What follows belongs to an exercise in optimizing a design on an open flow for small area, a short achievable clock period and few clock cycles per item; a production flow would make more cautious choices. Only simulation tests tie the RTL to the original design; equivalence was not proved. Power is estimated from default activity; no workload was simulated.

==> amber <==
==> flow/design.v <==
`default_nettype none
package nkt_pkg;
  localparam int unsigned TableDepthDefault = 16;
  localparam int unsigned KeyBits           = 32;
  localparam int unsigned ValueBits         = 8;
  localparam int unsigned StatusBits        = 3;
  typedef enum logic {
    CMD_INSERT = 1'b0,
    CMD_LOOKUP = 1'b1
  } cmd_e;
  typedef enum logic [StatusBits-1:0] {
    ST_FOUND    = 3'd0,
    ST_INSERTED = 3'd1,
    ST_EXISTED  = 3'd2,
    ST_FULL     = 3'd3,
    ST_EMPTY    = 3'd4
  } status_e;
  typedef struct packed {
    logic                        command;
    logic signed [KeyBits-1:0]   key;
    logic        [ValueBits-1:0] new_value;
  } in_item_t;
  typedef struct packed {
    logic        [StatusBits-1:0] status;
    logic        [ValueBits-1:0]  found_value;
    logic signed [KeyBits-1:0]    nearest_key;
  } out_item_t;
  typedef struct packed {
    logic signed [KeyBits-1:0]   key;
    logic        [ValueBits-1:0] value;
  } entry_t;
endpackage
`default_nettype wire
`default_nettype none
module nearest_key_table #(
  parameter int unsigned TableDepth = nkt_pkg::TableDepthDefault
) (
  input  wire                clk_i,
  input  wire                rst_ni,
  input  wire                in_valid_i,
  output logic               in_ready_o,
  input  nkt_pkg::in_item_t  in_item_i,
  output logic               out_valid_o,
  input  wire                out_ready_i,
  output nkt_pkg::out_item_t out_item_o
);
  localparam int unsigned N  = TableDepth;
  localparam int unsigned KW = nkt_pkg::KeyBits;
  localparam int unsigned VW = nkt_pkg::ValueBits;
  localparam int unsigned EW = KW + VW;
  localparam int unsigned RW = nkt_pkg::StatusBits + VW + KW;
  logic [EW-1:0] ent_q [N];
  logic [N-1:0]  tv_q;
  logic          i_v_q;
  logic          i_cmd_q;
  logic [KW-1:0] i_key_q;
  logic [VW-1:0] i_val_q;
  logic          u_v_q;
  logic          u_cmd_q;
  logic [KW-1:0] u_key_q;
  logic [VW-1:0] u_val_q;
  logic [N-1:0]  u_lt_q;    
  logic [N-1:0]  u_eq_q;    
  logic          p_v_q;
  logic [2:0]    p_st_q;
  logic [KW-1:0] p_key_q;
  logic [EW-1:0] p_lo_q;    
  logic [EW-1:0] p_hi_q;    
  logic          p_hash_q;  
  logic          p_hasl_q;  
  logic          o_v_q;
  logic [RW-1:0] o_q;
  logic          s_v_q;
  logic [RW-1:0] s_q;
  logic adv, rdy_q, i_v_d, s_v_d;
  assign adv        = ~s_v_q;
  assign in_ready_o = rdy_q;
  logic dup, full, u_ins;
  assign dup   = |u_eq_q;
  assign full  = tv_q[N-1];
  assign u_ins = u_v_q & ~u_cmd_q & ~dup & ~full;
  logic [N-1:0] c_lt_raw, c_eq_raw, c_lt, c_eq;
  logic         c_ltu, c_equ;
  always_comb begin
    for (int i = 0; i < N; i++) begin
      c_lt_raw[i] = tv_q[i] & ({~ent_q[i][EW-1], ent_q[i][EW-2:VW]} < {~i_key_q[KW-1], i_key_q[KW-2:0]});
      c_eq_raw[i] = tv_q[i] & (ent_q[i][EW-1:VW] == i_key_q);
    end
    c_ltu = {~u_key_q[KW-1], u_key_q[KW-2:0]} < {~i_key_q[KW-1], i_key_q[KW-2:0]};
    c_equ = u_key_q == i_key_q;
    for (int i = 0; i < N; i++) begin
      if (!u_ins || u_lt_q[i]) begin
        c_lt[i] = c_lt_raw[i];
        c_eq[i] = c_eq_raw[i];
      end else if (i == 0 || u_lt_q[(i == 0) ? 0 : i-1]) begin
        c_lt[i] = c_ltu;
        c_eq[i] = c_equ;
      end else begin
        c_lt[i] = c_lt_raw[(i == 0) ? 0 : i-1];
        c_eq[i] = c_eq_raw[(i == 0) ? 0 : i-1];
      end
    end
  end
  logic [N-1:0]  le, sel_lo, sel_hi;
  logic [EW-1:0] lo_ent, hi_ent;
  logic          u_look;
  logic [2:0]    u_st;
  assign le     = u_lt_q | u_eq_q;
  assign u_look = u_cmd_q & tv_q[0];
  always_comb begin
    for (int i = 0; i < N; i++) begin
      sel_lo[i] = u_look & le[i] & ((i == N-1) ? 1'b1 : ~le[(i == N-1) ? 0 : i+1]);
      sel_hi[i] = u_look & tv_q[i] & ~le[i] & ((i == 0) ? 1'b1 : le[(i == 0) ? 0 : i-1]);
    end
    lo_ent = '0;
    hi_ent = '0;
    for (int i = 0; i < N; i++) begin
      lo_ent = lo_ent | ({EW{sel_lo[i]}} & ent_q[i]);
      hi_ent = hi_ent | ({EW{sel_hi[i]}} & ent_q[i]);
    end
    if (u_cmd_q) begin
      u_st = tv_q[0] ? nkt_pkg::ST_FOUND : nkt_pkg::ST_EMPTY;
    end else if (dup) begin
      u_st = nkt_pkg::ST_EXISTED;
    end else if (full) begin
      u_st = nkt_pkg::ST_FULL;
    end else begin
      u_st = nkt_pkg::ST_INSERTED;
    end
  end
  localparam int unsigned SW = KW + 3;
  logic [SW-1:0] sa, sb, sc, csa_s, csa_c, csa_x;
  logic          pick_hi;
  logic [EW-1:0] pick;
  logic [RW-1:0] p_res;
  assign sa    = {{3{p_lo_q[EW-1]}}, p_lo_q[EW-1:VW]};
  assign sb    = {{3{p_hi_q[EW-1]}}, p_hi_q[EW-1:VW]};
  assign sc    = ~{p_key_q[KW-1], p_key_q[KW-1], p_key_q, 1'b0};
  assign csa_s = sa ^ sb ^ sc;
  assign csa_c = (sa & sb) | (sa & sc) | (sb & sc);
  assign csa_x = csa_s + {csa_c[SW-2:0], 1'b1};
  assign pick_hi = p_hash_q & (~p_hasl_q | csa_x[SW-1]);
  assign pick    = pick_hi ? p_hi_q : p_lo_q;
  assign p_res     = {p_st_q, pick[VW-1:0], pick[EW-1:VW]};
  always_comb begin
    i_v_d = rdy_q ? in_valid_i : i_v_q;
    s_v_d = s_v_q;
    if (!o_v_q || out_ready_i) begin
      s_v_d = 1'b0;
    end else if (adv && p_v_q) begin
      s_v_d = 1'b1;
    end
  end
  always_ff @(posedge clk_i or negedge rst_ni) begin
    if (!rst_ni) begin
      rdy_q <= 1'b1;
    end else begin
      rdy_q <= ~s_v_d | ~i_v_d;
    end
  end
  always_ff @(posedge clk_i or negedge rst_ni) begin
    if (!rst_ni) begin
      i_v_q <= 1'b0;
      u_v_q <= 1'b0;
      p_v_q <= 1'b0;
      o_v_q <= 1'b0;
      s_v_q <= 1'b0;
      tv_q  <= '0;
    end else begin
      i_v_q <= i_v_d;
      if (adv) begin
        u_v_q <= i_v_q;
        p_v_q <= u_v_q;
        if (u_ins) tv_q <= {tv_q[N-2:0], 1'b1};
      end
      s_v_q <= s_v_d;
      if ((!o_v_q || out_ready_i) && !s_v_q) begin
        o_v_q <= adv & p_v_q;
      end
    end
  end
  always_ff @(posedge clk_i) begin
    if (rdy_q) begin
      i_cmd_q <= in_item_i.command;
      i_key_q <= in_item_i.key;
      i_val_q <= in_item_i.new_value;
    end
    if (adv) begin
      u_cmd_q  <= i_cmd_q;
      u_key_q  <= i_key_q;
      u_val_q  <= i_val_q;
      u_lt_q   <= c_lt;
      u_eq_q   <= c_eq;
      p_st_q   <= u_st;
      p_key_q  <= u_key_q;
      p_lo_q   <= lo_ent;
      p_hi_q   <= hi_ent;
      p_hash_q <= |sel_hi;
      p_hasl_q <= |sel_lo;
      if (u_ins) begin
        for (int i = 0; i < N; i++) begin
          if (!u_lt_q[i]) begin
            if (i == 0 || u_lt_q[(i == 0) ? 0 : i-1]) begin
              ent_q[i] <= {u_key_q, u_val_q};
            end else begin
              ent_q[i] <= ent_q[(i == 0) ? 0 : i-1];
            end
          end
        end
      end
    end
    if (!o_v_q || out_ready_i) begin
      o_q <= s_v_q ? s_q : p_res;
    end else if (adv && p_v_q) begin
      s_q <= p_res;
    end
  end
  assign out_valid_o = o_v_q;
  assign out_item_o  = o_q;
endmodule
`default_nettype wire
`default_nettype none
module nkt_top (
  input  wire        clk_i,
  input  wire        rst_ni,
  input  wire        in_valid_i,
  output wire        in_ready_o,
  input  wire        in_command_i,
  input  wire [31:0] in_key_i,
  input  wire [7:0]  in_value_i,
  output wire        out_valid_o,
  input  wire        out_ready_i,
  output wire [2:0]  out_status_o,
  output wire [7:0]  out_value_o,
  output wire [31:0] out_key_o
);
  nkt_pkg::in_item_t  in_item;
  nkt_pkg::out_item_t out_item;
  assign in_item.command   = in_command_i;
  assign in_item.key       = in_key_i;
  assign in_item.new_value = in_value_i;
  nearest_key_table #(
    .TableDepth (16)
  ) u_table (
    .clk_i       (clk_i),
    .rst_ni      (rst_ni),
    .in_valid_i  (in_valid_i),
    .in_ready_o  (in_ready_o),
    .in_item_i   (in_item),
    .out_valid_o (out_valid_o),
    .out_ready_i (out_ready_i),
    .out_item_o  (out_item)
  );
  assign out_status_o = out_item.status;
  assign out_value_o  = out_item.found_value;
  assign out_key_o    = out_item.nearest_key;
endmodule
`default_nettype wire
==> flow/run.sh <==
#!/bin/bash
# synth_recipe.tcl (not shown) runs the flow's synth.tcl, then flattens the netlist and writes it again
# the make line also repeats each setting of config.mk as NAME=value (left out here)
make -C /OpenROAD-flow-scripts/flow DESIGN_CONFIG=/design/flow/config.mk WORK_HOME=/design/flow/orfs CLKGATE_MAP_FILE= SYNTH_SCRIPT=/design/flow/synth_recipe.tcl finish
==> flow/config.mk <==
export PLATFORM = sky130hd
export DESIGN_NAME = nkt_top
export DESIGN_NICKNAME = nkt_top
export VERILOG_FILES = /design/flow/design.v
export SDC_FILE = /design/flow/constraint.sdc
export NUM_CORES = 4
export LEC_CHECK = 0
export ABC_CLOCK_PERIOD_IN_PS = 2000
export CAP_MARGIN = 20
export CORE_MARGIN = 2
export CORE_UTILIZATION = 40
export SETUP_SLACK_MARGIN = 3.0
export SLEW_MARGIN = 20
==> flow/constraint.sdc <==
create_clock -name core_clock -period 6.0 [get_ports {clk_i}]
set_input_delay 1.2000 -clock core_clock [delete_from_list [all_inputs] [get_ports {clk_i}]]
set_output_delay 1.2000 -clock core_clock [all_outputs]
set_load 0.01 [all_outputs]
==> inputs of ember, as changes to amber <==
==> flow/design.v, changed modules only <==
module nearest_key_table #(
  parameter int unsigned TableDepth = nkt_pkg::TableDepthDefault
) (
  input  wire                clk_i,
  input  wire                rst_ni,
  input  wire                in_valid_i,
  output logic               in_ready_o,
  input  nkt_pkg::in_item_t  in_item_i,
  output logic               out_valid_o,
  input  wire                out_ready_i,
  output nkt_pkg::out_item_t out_item_o
);
  localparam int unsigned N  = TableDepth;
  localparam int unsigned KW = nkt_pkg::KeyBits;
  localparam int unsigned VW = nkt_pkg::ValueBits;
  localparam int unsigned EW = KW + VW;
  localparam int unsigned RW = nkt_pkg::StatusBits + VW + KW;
  logic [EW-1:0] ent_q [N];
  logic [N-1:0]  tv_q;
  logic          i_v_q;
  logic          i_cmd_q;
  logic [KW-1:0] i_key_q;
  logic [VW-1:0] i_val_q;
  logic          u_v_q;
  logic          u_cmd_q;
  logic [KW-1:0] u_key_q;
  logic [VW-1:0] u_val_q;
  logic [N-1:0]  u_lt_q;    
  logic [N-1:0]  u_eq_q;    
  logic          p_v_q;
  logic [2:0]    p_st_q;
  logic [KW-1:0] p_key_q;
  logic [EW-1:0] p_lo_q;    
  logic [EW-1:0] p_hi_q;    
  logic          p_hash_q;  
  logic          p_hasl_q;  
  logic          o_v_q;
  logic [RW-1:0] o_q;
  logic          s_v_q;
  logic [RW-1:0] s_q;
  logic adv;
  assign adv        = ~s_v_q;
  assign in_ready_o = adv | ~i_v_q;
  logic dup, full, u_ins;
  assign dup   = |u_eq_q;
  assign full  = tv_q[N-1];
  assign u_ins = u_v_q & ~u_cmd_q & ~dup & ~full;
  logic [N-1:0] c_lt_raw, c_eq_raw, c_lt, c_eq;
  logic         c_ltu, c_equ;
  always_comb begin
    for (int i = 0; i < N; i++) begin
      c_lt_raw[i] = tv_q[i] & ({~ent_q[i][EW-1], ent_q[i][EW-2:VW]} < {~i_key_q[KW-1], i_key_q[KW-2:0]});
      c_eq_raw[i] = tv_q[i] & (ent_q[i][EW-1:VW] == i_key_q);
    end
    c_ltu = {~u_key_q[KW-1], u_key_q[KW-2:0]} < {~i_key_q[KW-1], i_key_q[KW-2:0]};
    c_equ = u_key_q == i_key_q;
    for (int i = 0; i < N; i++) begin
      if (!u_ins || u_lt_q[i]) begin
        c_lt[i] = c_lt_raw[i];
        c_eq[i] = c_eq_raw[i];
      end else if (i == 0 || u_lt_q[(i == 0) ? 0 : i-1]) begin
        c_lt[i] = c_ltu;
        c_eq[i] = c_equ;
      end else begin
        c_lt[i] = c_lt_raw[(i == 0) ? 0 : i-1];
        c_eq[i] = c_eq_raw[(i == 0) ? 0 : i-1];
      end
    end
  end
  logic [N-1:0]  le, sel_lo, sel_hi;
  logic [EW-1:0] lo_ent, hi_ent;
  logic          u_look;
  logic [2:0]    u_st;
  assign le     = u_lt_q | u_eq_q;
  assign u_look = u_cmd_q & tv_q[0];
  always_comb begin
    for (int i = 0; i < N; i++) begin
      sel_lo[i] = u_look & le[i] & ((i == N-1) ? 1'b1 : ~le[(i == N-1) ? 0 : i+1]);
      sel_hi[i] = u_look & tv_q[i] & ~le[i] & ((i == 0) ? 1'b1 : le[(i == 0) ? 0 : i-1]);
    end
    lo_ent = '0;
    hi_ent = '0;
    for (int i = 0; i < N; i++) begin
      lo_ent = lo_ent | ({EW{sel_lo[i]}} & ent_q[i]);
      hi_ent = hi_ent | ({EW{sel_hi[i]}} & ent_q[i]);
    end
    if (u_cmd_q) begin
      u_st = tv_q[0] ? nkt_pkg::ST_FOUND : nkt_pkg::ST_EMPTY;
    end else if (dup) begin
      u_st = nkt_pkg::ST_EXISTED;
    end else if (full) begin
      u_st = nkt_pkg::ST_FULL;
    end else begin
      u_st = nkt_pkg::ST_INSERTED;
    end
  end
  logic signed [KW+1:0] pair_sum, twice_key;
  logic                 pick_hi;
  logic [EW-1:0]        pick;
  logic [RW-1:0]        p_res;
  assign pair_sum  = {{2{p_lo_q[EW-1]}}, p_lo_q[EW-1:VW]}
                   + {{2{p_hi_q[EW-1]}}, p_hi_q[EW-1:VW]};
  assign twice_key = {p_key_q[KW-1], p_key_q, 1'b0};
  assign pick_hi   = p_hash_q & (~p_hasl_q | (pair_sum < twice_key));
  assign pick      = pick_hi ? p_hi_q : p_lo_q;
  assign p_res     = {p_st_q, pick[VW-1:0], pick[EW-1:VW]};
  always_ff @(posedge clk_i or negedge rst_ni) begin
    if (!rst_ni) begin
      i_v_q <= 1'b0;
      u_v_q <= 1'b0;
      p_v_q <= 1'b0;
      o_v_q <= 1'b0;
      s_v_q <= 1'b0;
      tv_q  <= '0;
    end else begin
      if (in_ready_o) i_v_q <= in_valid_i;
      if (adv) begin
        u_v_q <= i_v_q;
        p_v_q <= u_v_q;
        if (u_ins) tv_q <= {tv_q[N-2:0], 1'b1};
      end
      if (!o_v_q || out_ready_i) begin
        if (s_v_q) begin
          s_v_q <= 1'b0;
        end else begin
          o_v_q <= adv & p_v_q;
        end
      end else if (adv && p_v_q) begin
        s_v_q <= 1'b1;
      end
    end
  end
  always_ff @(posedge clk_i) begin
    if (in_ready_o) begin
      i_cmd_q <= in_item_i.command;
      i_key_q <= in_item_i.key;
      i_val_q <= in_item_i.new_value;
    end
    if (adv) begin
      u_cmd_q  <= i_cmd_q;
      u_key_q  <= i_key_q;
      u_val_q  <= i_val_q;
      u_lt_q   <= c_lt;
      u_eq_q   <= c_eq;
      p_st_q   <= u_st;
      p_key_q  <= u_key_q;
      p_lo_q   <= lo_ent;
      p_hi_q   <= hi_ent;
      p_hash_q <= |sel_hi;
      p_hasl_q <= |sel_lo;
      if (u_ins) begin
        for (int i = 0; i < N; i++) begin
          if (!u_lt_q[i]) begin
            if (i == 0 || u_lt_q[(i == 0) ? 0 : i-1]) begin
              ent_q[i] <= {u_key_q, u_val_q};
            end else begin
              ent_q[i] <= ent_q[(i == 0) ? 0 : i-1];
            end
          end
        end
      end
    end
    if (!o_v_q || out_ready_i) begin
      o_q <= s_v_q ? s_q : p_res;
    end else if (adv && p_v_q) begin
      s_q <= p_res;
    end
  end
  assign out_valid_o = o_v_q;
  assign out_item_o  = o_q;
endmodule
==> flow/config.mk (replaced) <==
export PLATFORM = sky130hd
export DESIGN_NAME = nkt_top
export DESIGN_NICKNAME = nkt_top
export VERILOG_FILES = /design/flow/design.v
export SDC_FILE = /design/flow/constraint.sdc
export NUM_CORES = 4
export LEC_CHECK = 0
export CAP_MARGIN = 20
export CORE_MARGIN = 2
export CORE_UTILIZATION = 40
export SLEW_MARGIN = 20
==> inputs of lagoon, as changes to amber <==
==> flow/design.v, changed modules only <==
module nearest_key_table #(
  parameter int unsigned TableDepth = nkt_pkg::TableDepthDefault
) (
  input  wire                clk_i,
  input  wire                rst_ni,
  input  wire                in_valid_i,
  output logic               in_ready_o,
  input  nkt_pkg::in_item_t  in_item_i,
  output logic               out_valid_o,
  input  wire                out_ready_i,
  output nkt_pkg::out_item_t out_item_o
);
  localparam int unsigned N  = TableDepth;
  localparam int unsigned KW = nkt_pkg::KeyBits;
  localparam int unsigned VW = nkt_pkg::ValueBits;
  localparam int unsigned EW = KW + VW;
  localparam int unsigned RW = nkt_pkg::StatusBits + VW + KW;
  localparam int unsigned SW = KW + 3;
  function automatic logic [1:0] cmp_lt_eq(input logic [KW-1:0] a, input logic [KW-1:0] b);
    cmp_lt_eq = {({~a[KW-1], a[KW-2:0]} < {~b[KW-1], b[KW-2:0]}), (a == b)};
  endfunction
  logic [EW-1:0] ent_q [N];
  logic [N-1:0]  tv_q;
  logic          i_v_q;
  logic          i_cmd_q;
  logic [KW-1:0] i_key_q;
  logic [VW-1:0] i_val_q;
  logic          u_v_q;
  logic          u_cmd_q;
  logic [KW-1:0] u_key_q;
  logic [VW-1:0] u_val_q;
  logic [N-1:0]  u_lt_q;    
  logic [N-1:0]  u_eq_q;    
  logic          p_v_q;
  logic [2:0]    p_st_q;
  logic [KW-1:0] p_key_q;
  logic [EW-1:0] p_lo_q;    
  logic [EW-1:0] p_hi_q;    
  logic          p_hash_q;  
  logic          p_hasl_q;  
  logic          q_v_q;
  logic [2:0]    q_st_q;
  logic [EW-1:0] q_lo_q;
  logic [EW-1:0] q_hi_q;
  logic          q_pick_q;  
  logic          o_v_q;
  logic [RW-1:0] o_q;
  logic          i_free_q;   
  logic          o_free_q;   
  logic adv, i_en;
  assign adv        = ~o_v_q | out_ready_i;
  assign i_en       = ~i_v_q | adv;        
  assign in_ready_o = i_free_q | o_free_q | out_ready_i;    
  logic dup, full, u_ins;
  assign dup   = |u_eq_q;
  assign full  = tv_q[N-1];
  assign u_ins = u_v_q & ~u_cmd_q & ~dup & ~full;
  logic [N-1:0] t_keep, t_shift, t_new;
  always_comb begin
    for (int i = 0; i < N; i++) begin
      t_new[i]   = adv & u_ins & ~u_lt_q[i] & ((i == 0) ? 1'b1 : u_lt_q[(i == 0) ? 0 : i-1]);
      t_shift[i] = adv & u_ins & ~u_lt_q[i] & ((i == 0) ? 1'b0 : ~u_lt_q[(i == 0) ? 0 : i-1]);
      t_keep[i]  = ~(adv & u_ins & ~u_lt_q[i]);
    end
  end
  logic [N-1:0] c_lt_raw, c_eq_raw, c_lt, c_eq;
  logic         c_ltu, c_equ;
  logic [1:0]   c_tmp;
  always_comb begin
    for (int i = 0; i < N; i++) begin
      c_tmp       = cmp_lt_eq(ent_q[i][EW-1:VW], i_key_q);
      c_lt_raw[i] = tv_q[i] & c_tmp[1];
      c_eq_raw[i] = tv_q[i] & c_tmp[0];
    end
    c_tmp = cmp_lt_eq(u_key_q, i_key_q);
    c_ltu = c_tmp[1];
    c_equ = c_tmp[0];
    for (int i = 0; i < N; i++) begin
      if (!u_ins || u_lt_q[i]) begin
        c_lt[i] = c_lt_raw[i];
        c_eq[i] = c_eq_raw[i];
      end else if (i == 0 || u_lt_q[(i == 0) ? 0 : i-1]) begin
        c_lt[i] = c_ltu;
        c_eq[i] = c_equ;
      end else begin
        c_lt[i] = c_lt_raw[(i == 0) ? 0 : i-1];
        c_eq[i] = c_eq_raw[(i == 0) ? 0 : i-1];
      end
    end
  end
  logic [N-1:0]  le, sel_lo, sel_hi;
  logic [EW-1:0] lo_ent, hi_ent;
  logic          u_look;
  logic [2:0]    u_st;
  assign le     = u_lt_q | u_eq_q;
  assign u_look = u_cmd_q & tv_q[0];
  always_comb begin
    for (int i = 0; i < N; i++) begin
      sel_lo[i] = u_look & le[i] & ((i == N-1) ? 1'b1 : ~le[(i == N-1) ? 0 : i+1]);
      sel_hi[i] = u_look & tv_q[i] & ~le[i] & ((i == 0) ? 1'b1 : le[(i == 0) ? 0 : i-1]);
    end
    lo_ent = '0;
    hi_ent = '0;
    for (int i = 0; i < N; i++) begin
      lo_ent = lo_ent | ({EW{sel_lo[i]}} & ent_q[i]);
      hi_ent = hi_ent | ({EW{sel_hi[i]}} & ent_q[i]);
    end
    if (u_cmd_q) begin
      u_st = tv_q[0] ? nkt_pkg::ST_FOUND : nkt_pkg::ST_EMPTY;
    end else if (dup) begin
      u_st = nkt_pkg::ST_EXISTED;
    end else if (full) begin
      u_st = nkt_pkg::ST_FULL;
    end else begin
      u_st = nkt_pkg::ST_INSERTED;
    end
  end
  logic [SW-1:0] sa, sb, sc, csa_s, csa_c, csa_x;
  logic          p_pick;
  assign sa     = {{3{p_lo_q[EW-1]}}, p_lo_q[EW-1:VW]};
  assign sb     = {{3{p_hi_q[EW-1]}}, p_hi_q[EW-1:VW]};
  assign sc     = ~{p_key_q[KW-1], p_key_q[KW-1], p_key_q, 1'b0};
  assign csa_s  = sa ^ sb ^ sc;
  assign csa_c  = (sa & sb) | (sa & sc) | (sb & sc);
  assign csa_x  = csa_s + {csa_c[SW-2:0], 1'b1};
  assign p_pick = p_hash_q & (~p_hasl_q | csa_x[SW-1]);
  logic [EW-1:0] pick;
  logic [RW-1:0] q_res;
  assign pick  = q_pick_q ? q_hi_q : q_lo_q;
  assign q_res = {q_st_q, pick[VW-1:0], pick[EW-1:VW]};
  always_ff @(posedge clk_i or negedge rst_ni) begin
    if (!rst_ni) begin
      i_v_q <= 1'b0;
      i_free_q <= 1'b1;
      o_free_q <= 1'b1;
      u_v_q <= 1'b0;
      p_v_q <= 1'b0;
      q_v_q <= 1'b0;
      o_v_q <= 1'b0;
      tv_q  <= '0;
    end else begin
      if (i_en) begin
        i_v_q    <= in_valid_i;
        i_free_q <= ~in_valid_i;
      end
      if (adv) begin
        u_v_q <= i_v_q;
        p_v_q <= u_v_q;
        q_v_q <= p_v_q;
        o_v_q <= q_v_q;
        o_free_q <= ~q_v_q;
        if (u_ins) tv_q <= {tv_q[N-2:0], 1'b1};
      end
    end
  end
  always_ff @(posedge clk_i) begin
    if (i_en) begin
      i_cmd_q <= in_item_i.command;
      i_key_q <= in_item_i.key;
      i_val_q <= in_item_i.new_value;
    end
    if (adv) begin
      u_cmd_q  <= i_cmd_q;
      u_key_q  <= i_key_q;
      u_val_q  <= i_val_q;
      u_lt_q   <= c_lt;
      u_eq_q   <= c_eq;
      p_st_q   <= u_st;
      p_key_q  <= u_key_q;
      p_lo_q   <= lo_ent;
      p_hi_q   <= hi_ent;
      p_hash_q <= |sel_hi;
      p_hasl_q <= |sel_lo;
      q_st_q   <= p_st_q;
      q_lo_q   <= p_lo_q;
      q_hi_q   <= p_hi_q;
      q_pick_q <= p_pick;
    end
    for (int i = 0; i < N; i++) begin
      ent_q[i] <= ({EW{t_keep[i]}} & ent_q[i])
                | ({EW{t_shift[i]}} & ent_q[(i == 0) ? 0 : i-1])
                | ({EW{t_new[i]}} & {u_key_q, u_val_q});
    end
    if (adv) begin
      o_q <= q_res;
    end
  end
  assign out_valid_o = o_v_q;
  assign out_item_o  = o_q;
endmodule
==> flow/config.mk (replaced) <==
export PLATFORM = sky130hd
export DESIGN_NAME = nkt_top
export DESIGN_NICKNAME = nkt_top
export VERILOG_FILES = /design/flow/design.v
export SDC_FILE = /design/flow/constraint.sdc
export NUM_CORES = 4
export LEC_CHECK = 0
export CAP_MARGIN = 20
export CORE_MARGIN = 2
export CORE_UTILIZATION = 40
export SETUP_SLACK_MARGIN = 3.1
export SLEW_MARGIN = 20
export TNS_END_PERCENT = 5
==> results.txt <==
| metric | lagoon | amber | ember |
|---|---|---|---|
| Result of the run | complete, no violations | complete, no violations | failed layout checks |
| Reasons for failing layout checks | - | - | negative setup slack |
| Largest net degree at the start of global routing | 81 | 57 | 96 |
| Final Instance Count excl. Fillers | 8114 | 6998 | 6893 |
| Fraction of area in multi-input gates | 0.485 | 0.425 | 0.436 |
| Post-synthesis share of cell area spent on full adders, half adders and majority gates | 0.132 | 0.133 | 0.127 |
| Parity-gate share of the synthesized area counting xor and xnor cells | 0 | 0 | 0.00380 |
| Net count after synthesis | 6544 | 5297 | 5404 |
| Antenna Diode Count | 14 | 13 | 8 |
| Hold Crit Start | u_table.p_lo_q[4] | - | u_table.i_val_q[5] |
| Total of clock buffers placed in the layout | 163 | 136 | 141 |
| Total setup violations reported at the end of the flow | 0 | 0 | 35 |
| Global Route met2 Usage | 0.503 | 0.522 | 0.507 |
| Fraction of area in clock buffers and inverters | 0.0590 | 0.0529 | 0.0526 |
| Final WL | 286 mm | 294 mm | 286 mm |
| Worst-case register-to-register setup slack | 2.81 ns | 1.86 ns | -0.09 ns |
| Psw | 0.0114 W | 0.0130 W | 0.0128 W |
Testbench counts of amber, summed over its fixed seeds: cycles 3,328, items 3,072.
Testbench counts of ember, summed over its fixed seeds: cycles 3,328, items 3,072.
Testbench counts of lagoon, summed over its fixed seeds: cycles 3,392, items 3,072.

==> static timing again, ports no longer ideal <==
Ports are ideal in the flow. The routed layouts listed here were re-timed in OpenROAD.
Step 1: set_driving_cell puts a clkbuf_16 on clk_i and a buf_2 on each other input, an assumption about the parent block.
Step 2 times the ports against the registers' clock, not the clock port: input delays grow and output delays shrink by t, the midpoint of the rising clock arrivals with the driver on.
Slacks: ideal ports / drivers / drivers and shift; pairs: ideal ports / drivers.
run	t (ns)	setup slack, ns	worst setup path after step 2	worst register clock-pin slew, ns	pins driven straight from the clock port
amber	0.853	1.855 / 1.855 / 1.855	register to register	0.07 / 0.07	1
ember	0.840	-0.091 / -0.091 / -0.091	register to register	0.07 / 0.07	1
lagoon	0.869	2.807 / 2.807 / 2.367	input to register	0.07 / 0.07	1
The setup slack of lagoon, which loses most, moves by 0.000 ns with the drivers and by -0.440 ns with both steps.
